This is an optimization exercise on Yosys and OpenROAD, whose aim is small area, not a production implementation. Only simulation tests tie the RTL to the original design; equivalence was not proved. No activity file was given, so power comes from the tool's default toggle rates.

Setup of old:
// rl_lj_force_accumulator
module rl_lj_force_accumulator #(
  parameter int DATA_WIDTH              = 32,
  parameter int REF_PARTICLE_NUM        = 100,
  parameter int REF_RAM_ADDR_WIDTH      = 7,
  parameter int NEIGHBOR_PARTICLE_NUM   = 100,
  parameter int NEIGHBOR_RAM_ADDR_WIDTH = 7,
  parameter int ACC_WIDTH               = 48,
  parameter int FRAC_BITS               = 24
) (
  input  logic                          clk,
  input  logic                          rst,
  input  logic                          start,
  input  logic                          force_valid,
  input  logic [DATA_WIDTH-1:0]         force_x,
  input  logic [DATA_WIDTH-1:0]         force_y,
  input  logic [DATA_WIDTH-1:0]         force_z,
  input  logic                          pipeline_done,
  output logic [ACC_WIDTH-1:0]          acc_x,
  output logic [ACC_WIDTH-1:0]          acc_y,
  output logic [ACC_WIDTH-1:0]          acc_z,
  output logic [REF_RAM_ADDR_WIDTH-1:0] acc_addr,
  output logic                          acc_wren,
  output logic                          overflow,
  output logic                          count_error,
  output logic                          done
);
For scale: roughly 2700 cells after synthesis, about 260 I/O pins, roughly 20000 µm² of cells after synthesis.
clock: 7.0 ns
lec_check: 0
cap_margin: 20
core_margin: 2
core_utilization: 60
cts_buf_list: sky130_fd_sc_hd__clkbuf_4
slew_margin: 20
standard.sh (not shown) runs the stock make flow with config.mk's settings and CLKGATE_MAP_FILE= SYNTH_SCRIPT=/design/flow/synth_recipe.tcl, a recipe that flattens the netlist after the stock synthesis.
==> flow/flow/run.sh <==
#!/bin/bash
# The standard layout (standard.sh) with two changes:
#  * synthesis maps the logic with an area-oriented ABC script (flow/area.abc);
#  * the port buffers use the smallest buffer cell, sky130_fd_sc_hd__buf_1.
# Each make run's full output goes to its own log file in the work folder.
set -euo pipefail
export MY_ABC_SCRIPT="$PWD/flow/area.abc"
bash standard.sh "SYNTH_SCRIPT=$PWD/flow/synth.tcl" \
  "BUFFER_PORTS_ARGS=-buffer_cell sky130_fd_sc_hd__buf_1" finish > make_finish.log 2>&1
==> flow/flow/area.abc <==
strash
&get -n
&st
&syn2
&dch -f
&nf -p -a -F 8 -A 8
&put
strash
dch -f
amap -F 4 -A 8
topo
stime -c
buffer -c
upsize -c
dnsize -c
==> flow/flow/synth.tcl <==
# The standard synthesis script (synth_recipe.tcl), except that Yosys's abc call
# uses the area-oriented ABC script in MY_ABC_SCRIPT instead of ORFS's speed script.
proc synth {args} { yosys synth -nofsm -noshare {*}$args }
proc abc {args} {
  set i [lsearch -exact $args -script]
  if { $i >= 0 } { set args [lreplace $args $i [expr {$i + 1}] -script $::env(MY_ABC_SCRIPT)] }
  yosys abc {*}$args
}
source $::env(SCRIPTS_DIR)/synth.tcl
# left out here: clear keep_hierarchy, flatten, clean up, hide names made inside functions, write 1_2_yosys.v
Looking at the reports, old completed the entire flow and the layout it produced met the timing, design-rule and antenna checks.
For new, these inputs were changed with respect to old:
-- flow/flow/area.abc --
<<< old, line 12
stime -c
buffer -c
upsize -c
dnsize -c
>>> new, line 12
stime -c
dnsize -c
- Looking at number of distinct standard cells referenced by the synthesized netlist across old and new, the one that comes out higher is old.
- Going from old to new, the combinational power was found to have gone down by about 1%.
- old → new: cell area after synthesis saw a decrease, power now larger.

========
== v21 ==
The RTL this note starts from:
==> flow/design.v <==
`timescale 1ns/1ps
module rl_lj_force_accumulator #(
  parameter int DATA_WIDTH              = 32,
  parameter int REF_PARTICLE_NUM        = 100,
  parameter int REF_RAM_ADDR_WIDTH      = 7,
  parameter int NEIGHBOR_PARTICLE_NUM   = 100,
  parameter int NEIGHBOR_RAM_ADDR_WIDTH = 7,
  parameter int ACC_WIDTH               = 48,
  parameter int FRAC_BITS               = 24
) (
  input  logic                          clk,
  input  logic                          rst,
  input  logic                          start,
  input  logic                          force_valid,
  input  logic [DATA_WIDTH-1:0]         force_x,
  input  logic [DATA_WIDTH-1:0]         force_y,
  input  logic [DATA_WIDTH-1:0]         force_z,
  input  logic                          pipeline_done,
  output logic [ACC_WIDTH-1:0]          acc_x,
  output logic [ACC_WIDTH-1:0]          acc_y,
  output logic [ACC_WIDTH-1:0]          acc_z,
  output logic [REF_RAM_ADDR_WIDTH-1:0] acc_addr,
  output logic                          acc_wren,
  output logic                          overflow,
  output logic                          count_error,
  output logic                          done
);
  localparam logic [NEIGHBOR_RAM_ADDR_WIDTH-1:0] NBR_LAST =
    NEIGHBOR_RAM_ADDR_WIDTH'(NEIGHBOR_PARTICLE_NUM - 1);
  localparam logic [REF_RAM_ADDR_WIDTH-1:0] REF_LAST =
    REF_RAM_ADDR_WIDTH'(REF_PARTICLE_NUM - 1);
  logic                               run_r;
  logic [NEIGHBOR_RAM_ADDR_WIDTH-1:0] nbr_r;
  logic [REF_RAM_ADDR_WIDTH-1:0]      wref_r;
  logic                               v_r, chk_r, first, last;
  logic                               wren_r, ovf_r, cerr_r, done_r;
  logic                               accept, early, nbr_last;
  logic [2:0]                         sat_c, sum_o;
  logic [ACC_WIDTH-1:0]               clamped [3];
  assign accept   = run_r & force_valid & ~pipeline_done;
  assign early    = run_r & pipeline_done;
  assign nbr_last = (nbr_r == NBR_LAST);
  assign first    = v_r & (nbr_r == NEIGHBOR_RAM_ADDR_WIDTH'(1));
  assign last     = v_r & (nbr_r == '0);
  lj_axis u_x (.clk, .accept, .first(first), .f(force_x), .sat(sat_c[0]),
               .out_of_range(sum_o[0]), .acc(clamped[0]));
  lj_axis u_y (.clk, .accept, .first(first), .f(force_y), .sat(sat_c[1]),
               .out_of_range(sum_o[1]), .acc(clamped[1]));
  lj_axis u_z (.clk, .accept, .first(first), .f(force_z), .sat(sat_c[2]),
               .out_of_range(sum_o[2]), .acc(clamped[2]));
  always_ff @(posedge clk) begin
    if (rst || start) begin
      run_r   <= !rst;
      nbr_r   <= '0;
      wref_r  <= '0;
      v_r     <= 1'b0;
      chk_r   <= 1'b0;
      wren_r  <= 1'b0;
      ovf_r   <= 1'b0;
      cerr_r  <= 1'b0;
      done_r  <= 1'b0;
    end else begin
      v_r     <= accept;
      chk_r   <= v_r & ~early;
      wren_r  <= last & ~early;
      ovf_r   <= overflow | (v_r & ~early & (|sat_c));
      cerr_r  <= cerr_r | early;
      done_r  <= early | (wren_r & (wref_r == REF_LAST));
      wref_r  <= wref_r + REF_RAM_ADDR_WIDTH'(wren_r);
      if (early) begin
        run_r <= 1'b0;
      end else if (accept) begin
        if (nbr_last) begin
          nbr_r <= '0;
          if (wref_r == REF_LAST) run_r <= 1'b0;
        end else begin
          nbr_r <= nbr_r + 1'b1;
        end
      end
    end
  end
  assign acc_x       = clamped[0];
  assign acc_y       = clamped[1];
  assign acc_z       = clamped[2];
  assign acc_addr    = wref_r;
  assign acc_wren    = wren_r;
  assign overflow    = ovf_r | (chk_r & (|sum_o));
  assign count_error = cerr_r;
  assign done        = done_r;
endmodule
module lj_axis (
  input  logic        clk,
  input  logic        accept,         
  input  logic        first,          
  input  logic [31:0] f,
  output logic        sat,            
  output logic        out_of_range,   
  output logic [47:0] acc             
);
  logic [7:0]  e;
  logic [5:0]  r_in, r_r;
  logic        s_r;
  logic [22:0] m_r;
  logic [47:0] wide;
  logic [48:0] a_r, base, t, sum;
  logic        pos, neg;
  assign e = f[30:23];
  always_comb begin
    if (!accept || e <= 8'd102) r_in = 6'd47;
    else if (e >= 8'd150)       r_in = 6'd63;
    else                        r_in = 6'(8'd149 - e);
  end
  always_ff @(posedge clk) begin
    r_r <= r_in;
    s_r <= f[31];
    m_r <= f[22:0];
  end
  assign sat  = r_r[5] & r_r[4];
  assign wide = {1'b0, 1'b1, m_r, 23'd0} >> r_r;
  assign t    = {s_r, s_r, wide[46:0] ^ {47{s_r ^ sat}}};
  assign pos = ~a_r[48] & a_r[47];
  assign neg = a_r[48] & (~a_r[47] | (a_r[46:0] == 47'd0));
  assign out_of_range = pos | neg;
  assign acc  = pos ? {1'b0, {47{1'b1}}} : neg ? {1'b1, {46{1'b0}}, 1'b1} : a_r[47:0];
  assign base = first ? 49'd0 : {acc[47], acc};
  lj_add #(.N(49)) u_add (.a(base), .b(t), .cin(s_r), .s(sum));
  always_ff @(posedge clk) a_r <= sum;
endmodule
module lj_add #(parameter int N = 49) (
  input  logic [N-1:0] a,
  input  logic [N-1:0] b,
  input  logic         cin,
  output logic [N-1:0] s
);
  localparam int M = N + 1;
  localparam int L = 6;   
  logic [M-1:0] g, p;
  logic [M-1:0] gg [0:2*L];
  logic [M-1:0] pp [0:2*L];
  always_comb begin
    g = {a & b, cin};
    p = {a ^ b, 1'b0};
    gg[0] = g;
    pp[0] = p;
    for (int l = 0; l < L; l++) begin
      gg[l+1] = gg[l];
      pp[l+1] = pp[l];
      for (int i = 0; i < M; i++)
        if (((i + 1) % (2 << l)) == 0) begin
          gg[l+1][i] = gg[l][i] | (pp[l][i] & gg[l][i - (1 << l)]);
          pp[l+1][i] = pp[l][i] & pp[l][i - (1 << l)];
        end
    end
    for (int l = L - 2; l >= 0; l--) begin
      gg[2*L-1-l] = gg[2*L-2-l];
      pp[2*L-1-l] = pp[2*L-2-l];
      for (int i = 0; i < M; i++)
        if (((i + 1) % (2 << l)) == (1 << l) && i >= (2 << l)) begin
          gg[2*L-1-l][i] = gg[2*L-2-l][i] | (pp[2*L-2-l][i] & gg[2*L-2-l][i - (1 << l)]);
          pp[2*L-1-l][i] = pp[2*L-2-l][i] & pp[2*L-2-l][i - (1 << l)];
        end
    end
    for (int i = 0; i < N; i++) s[i] = p[i+1] ^ gg[2*L-1][i];
  end
endmodule
Settings: LEC_CHECK=0, CAP_MARGIN=20, CORE_MARGIN=2, CORE_UTILIZATION=60, CTS_BUF_LIST=sky130_fd_sc_hd__clkbuf_4, CTS_CLUSTER_DIAMETER=50, CTS_CLUSTER_SIZE=8, SLEW_MARGIN=20; clock period 7.0 ns.
==> flow/flow/run.sh <==
#!/bin/bash
# The standard layout (standard.sh) with these changes:
#  * synthesis maps the logic with an area-oriented ABC script (flow/area.abc);
#  * the port buffers use the smallest buffer cell, sky130_fd_sc_hd__buf_1;
#  * clock tree synthesis uses clkbuf_4 with small sink clusters and no dummy loads.
# The make run's full output goes to its own log file in the work folder.
set -euo pipefail
export MY_ABC_SCRIPT="$PWD/flow/area.abc"
bash standard.sh "SYNTH_SCRIPT=$PWD/flow/synth.tcl" \
  "BUFFER_PORTS_ARGS=-buffer_cell sky130_fd_sc_hd__buf_1" \
  "CTS_ARGS=-sink_clustering_enable -repair_clock_nets -sink_clustering_size 8 -sink_clustering_max_diameter 50 -buf_list sky130_fd_sc_hd__clkbuf_4 -dont_use_dummy_load" \
  finish > make_finish.log 2>&1
==> flow/flow/area.abc <==
strash
&get -n
&st
&dch -f
&nf -p -a -F 8 -A 8
&put
strash
dch -f
amap -F 4 -A 8
topo
stime -c
buffer -c
upsize -c
dnsize -c
Scripts as last shown in full above: flow/flow/synth.tcl
v21: PASS, flow complete, no timing, DRC or antenna violations
Input-level comparison between v26 and v21:
-- flow/flow/run.sh --
<<< v21, line 3
#  * synthesis maps the logic with an area-oriented ABC script (flow/area.abc);
>>> v26, line 3
#  * synthesis maps the logic with an area-oriented ABC script (flow/area.abc)
#    and without ORFS's adder-cell extraction (flow/synth.tcl);
-- flow/flow/area.abc --
<<< v21, line 2
&get -n
&st
&dch -f
&nf -p -a -F 8 -A 8
&put
>>> v26, line 2
dch -f
amap
-- flow/flow/synth.tcl --
<<< v21, line 1
# The standard synthesis script (synth_recipe.tcl), except that Yosys's abc call
# uses the area-oriented ABC script in MY_ABC_SCRIPT instead of ORFS's speed script.
>>> v26, line 1
# The standard synthesis script (synth_recipe.tcl) with two changes:
#  * Yosys's abc call uses the area-oriented ABC script in MY_ABC_SCRIPT instead of
#    ORFS's speed script;
#  * ORFS's extract_fa step (full/half-adder cell extraction) is skipped, so ABC maps
#    the adder logic together with the rest.
<<< v21, line 9
>>> v26, line 12
proc extract_fa {args} { puts "extract_fa skipped" }
--- outcome ---
- The lower fraction of area in registers came out of v21.
- Going from v21 to v26, combinational gate power shrank slightly.
- Number of port buffers: v21 vs v26 identical
- [v26] slew of the pin with the lowest slew margin rose 0.088 ns relative to v21
- Summary of the comparison: number of buffers inserted during clock tree synthesis is higher in v26, relative to v21.
- From v21 to v26 the numbers moved as follows: die area moved down, estimated wirelength of the detail-placed design saw a decrease.
- v26 reports a lower hold slack than v21 does.
- Cmp v26 vs v21: fraction of met1 tracks used by global routing higher in v26
- Relative to v21, multi-input combinational gate total increased by about 11% in v26.
- Lower setup slack goes to v26 over v21.
The following lists how v48 was set up differently from v26:
- changing CORE_UTILIZATION from 60 to 50
-- flow/flow/run.sh --
<<< v26, line 3
#  * synthesis maps the logic with an area-oriented ABC script (flow/area.abc)
#    and without ORFS's adder-cell extraction (flow/synth.tcl);
>>> v48, line 3
#  * synthesis maps the logic with an area-oriented ABC script (flow/area.abc);
-- flow/flow/area.abc --
<<< v26, line 2
dch -f
amap
>>> v48, line 2
&get -n
&st
&dch -f
&nf -p -a -F 8 -A 8
&put
==> flow/flow/synth.tcl <==
# The standard synthesis script (synth_recipe.tcl), except that Yosys's abc call
# uses the area-oriented ABC script in MY_ABC_SCRIPT instead of ORFS's speed script.
proc synth {args} { yosys synth -nofsm -noshare {*}$args }
proc abc {args} {
  set i [lsearch -exact $args -script]
  if { $i >= 0 } { set args [lreplace $args $i [expr {$i + 1}] -script $::env(MY_ABC_SCRIPT)] }
  yosys abc {*}$args
}
source $::env(SCRIPTS_DIR)/synth.tcl
# left out here: clear keep_hierarchy, flatten, clean up, hide names made inside functions, write 1_2_yosys.v
==> notes.md <==
- From v26 to v48, count of buffers from port buffering did not move at all.
- A cell with the biggest individual delay on the critical path of or4_1 is what v48 shows, while or4_4 belongs to v26.
- Changes observed in v48 relative to v26: wire length now larger, met2 demand-to-capacity share in global routing now smaller, area of the mapped netlist now larger, initial antenna violation count now larger, maximum frequency now larger.
- v26 -> v48: number of placement rows increased by more than 10%
- Higher count of clock-buffer cells in the layout goes to v48 over v26.
- Smallest setup slack after layout: v48 better than v26
## Diff of input files: v23 against v48
- changing CORE_UTILIZATION from 50 to 60
==> flow/flow/run.sh <==
#!/bin/bash
# The standard layout (standard.sh) with two changes:
#  * synthesis maps the logic with an area-oriented ABC script (flow/area.abc);
#  * the port buffers use the smallest buffer cell, sky130_fd_sc_hd__buf_1.
# Each make run's full output goes to its own log file in the work folder.
set -euo pipefail
export MY_ABC_SCRIPT="$PWD/flow/area.abc"
bash standard.sh "SYNTH_SCRIPT=$PWD/flow/synth.tcl" \
  "BUFFER_PORTS_ARGS=-buffer_cell sky130_fd_sc_hd__buf_1" finish > make_finish.log 2>&1
-- flow/flow/area.abc --
<<< v48, line 9
amap -F 4 -A 8
>>> v23, line 9
amap -F 4 -A 8 -Q 0.05
Findings:
- Sort v48 and v23 by portion of total power attributed to combinational logic, ascending, and v23 comes first.
- v23 completed end to end with timing, DRC and antenna clean.
- Register-to-register slack: v23 vs v48 up 0.08 ns
- First-pass GRT wire length in v23 is 4.5% lower than in v48
- v23 ended with more clock network fraction of design power than v48.
- On combinational power: between v48 and v23, it ends up higher for v23.
- For v23, the critical path launch point was u_x.a_r[8]$_DFF_P_, unlike v48, where it was u_y.a_r[17]$_DFF_P_.
- Going from v48 to v23, data arrival at the endpoint of the critical path -0.08 ns, net count of the mapped netlist now smaller, total power rose about 3.5%.

========
## run A
// rl_lj_force_accumulator: RTL as listed in full above, without the edits since
Settings: LEC_CHECK=0, CAP_MARGIN=20, CORE_MARGIN=2, CORE_UTILIZATION=60, CTS_BUF_LIST=sky130_fd_sc_hd__clkbuf_4, CTS_CLUSTER_DIAMETER=50, CTS_CLUSTER_SIZE=8, SLEW_MARGIN=20; clock period 7.0 ns.
==> flow/flow/run.sh <==
#!/bin/bash
# The standard layout (standard.sh) with these changes:
#  * synthesis maps the logic with an area-oriented ABC script (flow/area.abc)
#    and without ORFS's adder-cell extraction (flow/synth.tcl);
#  * the port buffers use the smallest buffer cell, sky130_fd_sc_hd__buf_1;
#  * clock tree synthesis uses clkbuf_4 with small sink clusters and no dummy loads.
# The make run's full output goes to its own log file in the work folder.
set -euo pipefail
export MY_ABC_SCRIPT="$PWD/flow/area.abc"
bash standard.sh "SYNTH_SCRIPT=$PWD/flow/synth.tcl" \
  "BUFFER_PORTS_ARGS=-buffer_cell sky130_fd_sc_hd__buf_1" \
  "CTS_ARGS=-sink_clustering_enable -repair_clock_nets -sink_clustering_size 8 -sink_clustering_max_diameter 50 -buf_list sky130_fd_sc_hd__clkbuf_4 -dont_use_dummy_load" \
  finish > make_finish.log 2>&1
==> flow/flow/area.abc <==
strash
dch -f
amap
topo
stime -c
buffer -c
upsize -c
dnsize -c
==> flow/flow/synth.tcl <==
# The standard synthesis script (synth_recipe.tcl) with two changes:
#  * Yosys's abc call uses the area-oriented ABC script in MY_ABC_SCRIPT instead of
#    ORFS's speed script;
#  * ORFS's extract_fa step (full/half-adder cell extraction) is skipped, so ABC maps
#    the adder logic together with the rest.
proc synth {args} { yosys synth -nofsm -noshare {*}$args }
proc abc {args} {
  set i [lsearch -exact $args -script]
  if { $i >= 0 } { set args [lreplace $args $i [expr {$i + 1}] -script $::env(MY_ABC_SCRIPT)] }
  yosys abc {*}$args
}
proc extract_fa {args} { puts "extract_fa skipped" }
source $::env(SCRIPTS_DIR)/synth.tcl
# left out here: clear keep_hierarchy, flatten, clean up, hide names made inside functions, write 1_2_yosys.v
Inputs modified between run A and run B:
-- flow/flow/area.abc --
<<< run A, line 1
>>> run B, line 1
strash
dch -f
amap
strash
dch -f
amap
==> comparison <==
On run B: layout inverter count without the clock tree is about 17% higher than what run A gave. Summary — routed wire length, run B relative to run A: higher, by about 1.7%. On endpoint arrival time on the critical path, the higher figure sits with run B, not run A. | run B | all stages done | FAIL | negative setup slack |. Between run A and run B, the flow reports length of routed met2 wiring increasing by a few percent. Delta(sum of negative setup slack, run B - run A) < 0. Multi-input logic area of run B exceeds that of run A slightly. Looking at overall routing resource usage across run A and run B, the one that comes out higher is run A. The wire length per cell after detailed routing in run B sits 0.44 um below the value recorded for run A.
Here is what was changed in the inputs of run C compared with run B.
-- flow/flow/area.abc --
<<< run B, line 1
strash
dch -f
amap
>>> run C, line 1
Results
Status for run C and run B: clean finish in run C only
Comparing run C and run B, the lower maximum number of pins on one net before global-route repair was measured on run B.
Of the two candidates, run B has the worse post-layout total power and run C the better one.
Run C against run B: final setup slack of the worst path grew by 0.66 ns, routed wire length shrank by 2100 um.
In the flow results for run C and run B, the number of global-route vias before repair is larger on run B.
Run B → run C: clock period minus final worst setup slack now sits lower, proportion of cell area occupied by registers now sits higher.
Changes in run D relative to run C:
==> flow/flow/run.sh <==
#!/bin/bash
# The standard layout (standard.sh) with two changes:
#  * synthesis maps the logic with an area-oriented ABC script (flow/area.abc);
#  * the port buffers use the smallest buffer cell, sky130_fd_sc_hd__buf_1.
# Each make run's full output goes to its own log file in the work folder.
set -euo pipefail
export MY_ABC_SCRIPT="$PWD/flow/area.abc"
bash standard.sh "SYNTH_SCRIPT=$PWD/flow/synth.tcl" \
  "BUFFER_PORTS_ARGS=-buffer_cell sky130_fd_sc_hd__buf_1" finish > make_finish.log 2>&1
==> flow/flow/area.abc <==
strash
&get -n
&st
&dch -f
&nf -p -a -F 8 -A 8
&put
strash
dch -f
amap -F 4 -A 8
topo
stime -c
buffer -c
upsize -c
dnsize -c
==> flow/flow/synth.tcl <==
# The standard synthesis script (synth_recipe.tcl), except that Yosys's abc call
# uses the area-oriented ABC script in MY_ABC_SCRIPT instead of ORFS's speed script.
proc synth {args} { yosys synth -nofsm -noshare {*}$args }
proc abc {args} {
  set i [lsearch -exact $args -script]
  if { $i >= 0 } { set args [lreplace $args $i [expr {$i + 1}] -script $::env(MY_ABC_SCRIPT)] }
  yosys abc {*}$args
}
source $::env(SCRIPTS_DIR)/synth.tcl
# left out here: clear keep_hierarchy, flatten, clean up, hide names made inside functions, write 1_2_yosys.v
[summary]
Run D vs run C: clock latency on the worst-skew pair up. Origin of the worst setup path = u_y.a_r[31]: run C; origin of the worst setup path = u_y.a_r[17]: run D. Going from run C to run D, maximum number of pins on one net before global-route repair rose about 90%, minimum setup slack in the final design rose by 0.020 ns, part of the power in combinational logic -0.6 points. The wire length of run D and that of run C are within noise of each other. NOTE: clock share of power in run D exceeds that of run C. Run C tops out at a lower clock frequency than run D. Run D against run C; peak ir drop on the vdd network is up by a little under 10%. Synthesized instance count: run D vs run C down 105. Relative to run C, the post-synthesis instance area measured on run D has increased by a few percent.

[separate check: timing with driven ports]
How much do the figures lean on ideal ports? The routed layouts below were timed once more, with nothing changed but the port constraints.
Step 1, drivers: a clkbuf_16 drives clk and a buf_2 each remaining input, both assumed.
Step 2, shift: input delay + t, output delay - t, t = (earliest + latest rising clock arrival at the registers) / 2. This alone moves slack from input paths to output paths.
a / b / c = no drivers / after step 1 / after step 2; a / b = the first two.
| run | t, ns | slack for setup (ns) | worst setup path after step 2 |
|---|---|---|---|
| old | 0.802 | 0.584 / 0.584 / 0.584 | register to register |
| new | 0.801 | 0.375 / 0.375 / 0.375 | register to register |
| v21 | 0.781 | 0.560 / 0.560 / 0.560 | register to register |
| v26 | 0.747 | 0.265 / 0.265 / 0.265 | register to register |
| v48 | 0.811 | 0.682 / 0.682 / 0.682 | register to register |
| v23 | 0.816 | 0.762 / 0.762 / 0.762 | register to register |
| run A | 0.750 | 0.832 / 0.832 / 0.832 | register to register |
| run B | 0.770 | -0.096 / -0.096 / -0.096 | register to register |
| run C | 0.752 | 0.567 / 0.567 / 0.567 | register to register |
| run D | 0.822 | 0.586 / 0.586 / 0.586 | register to register |
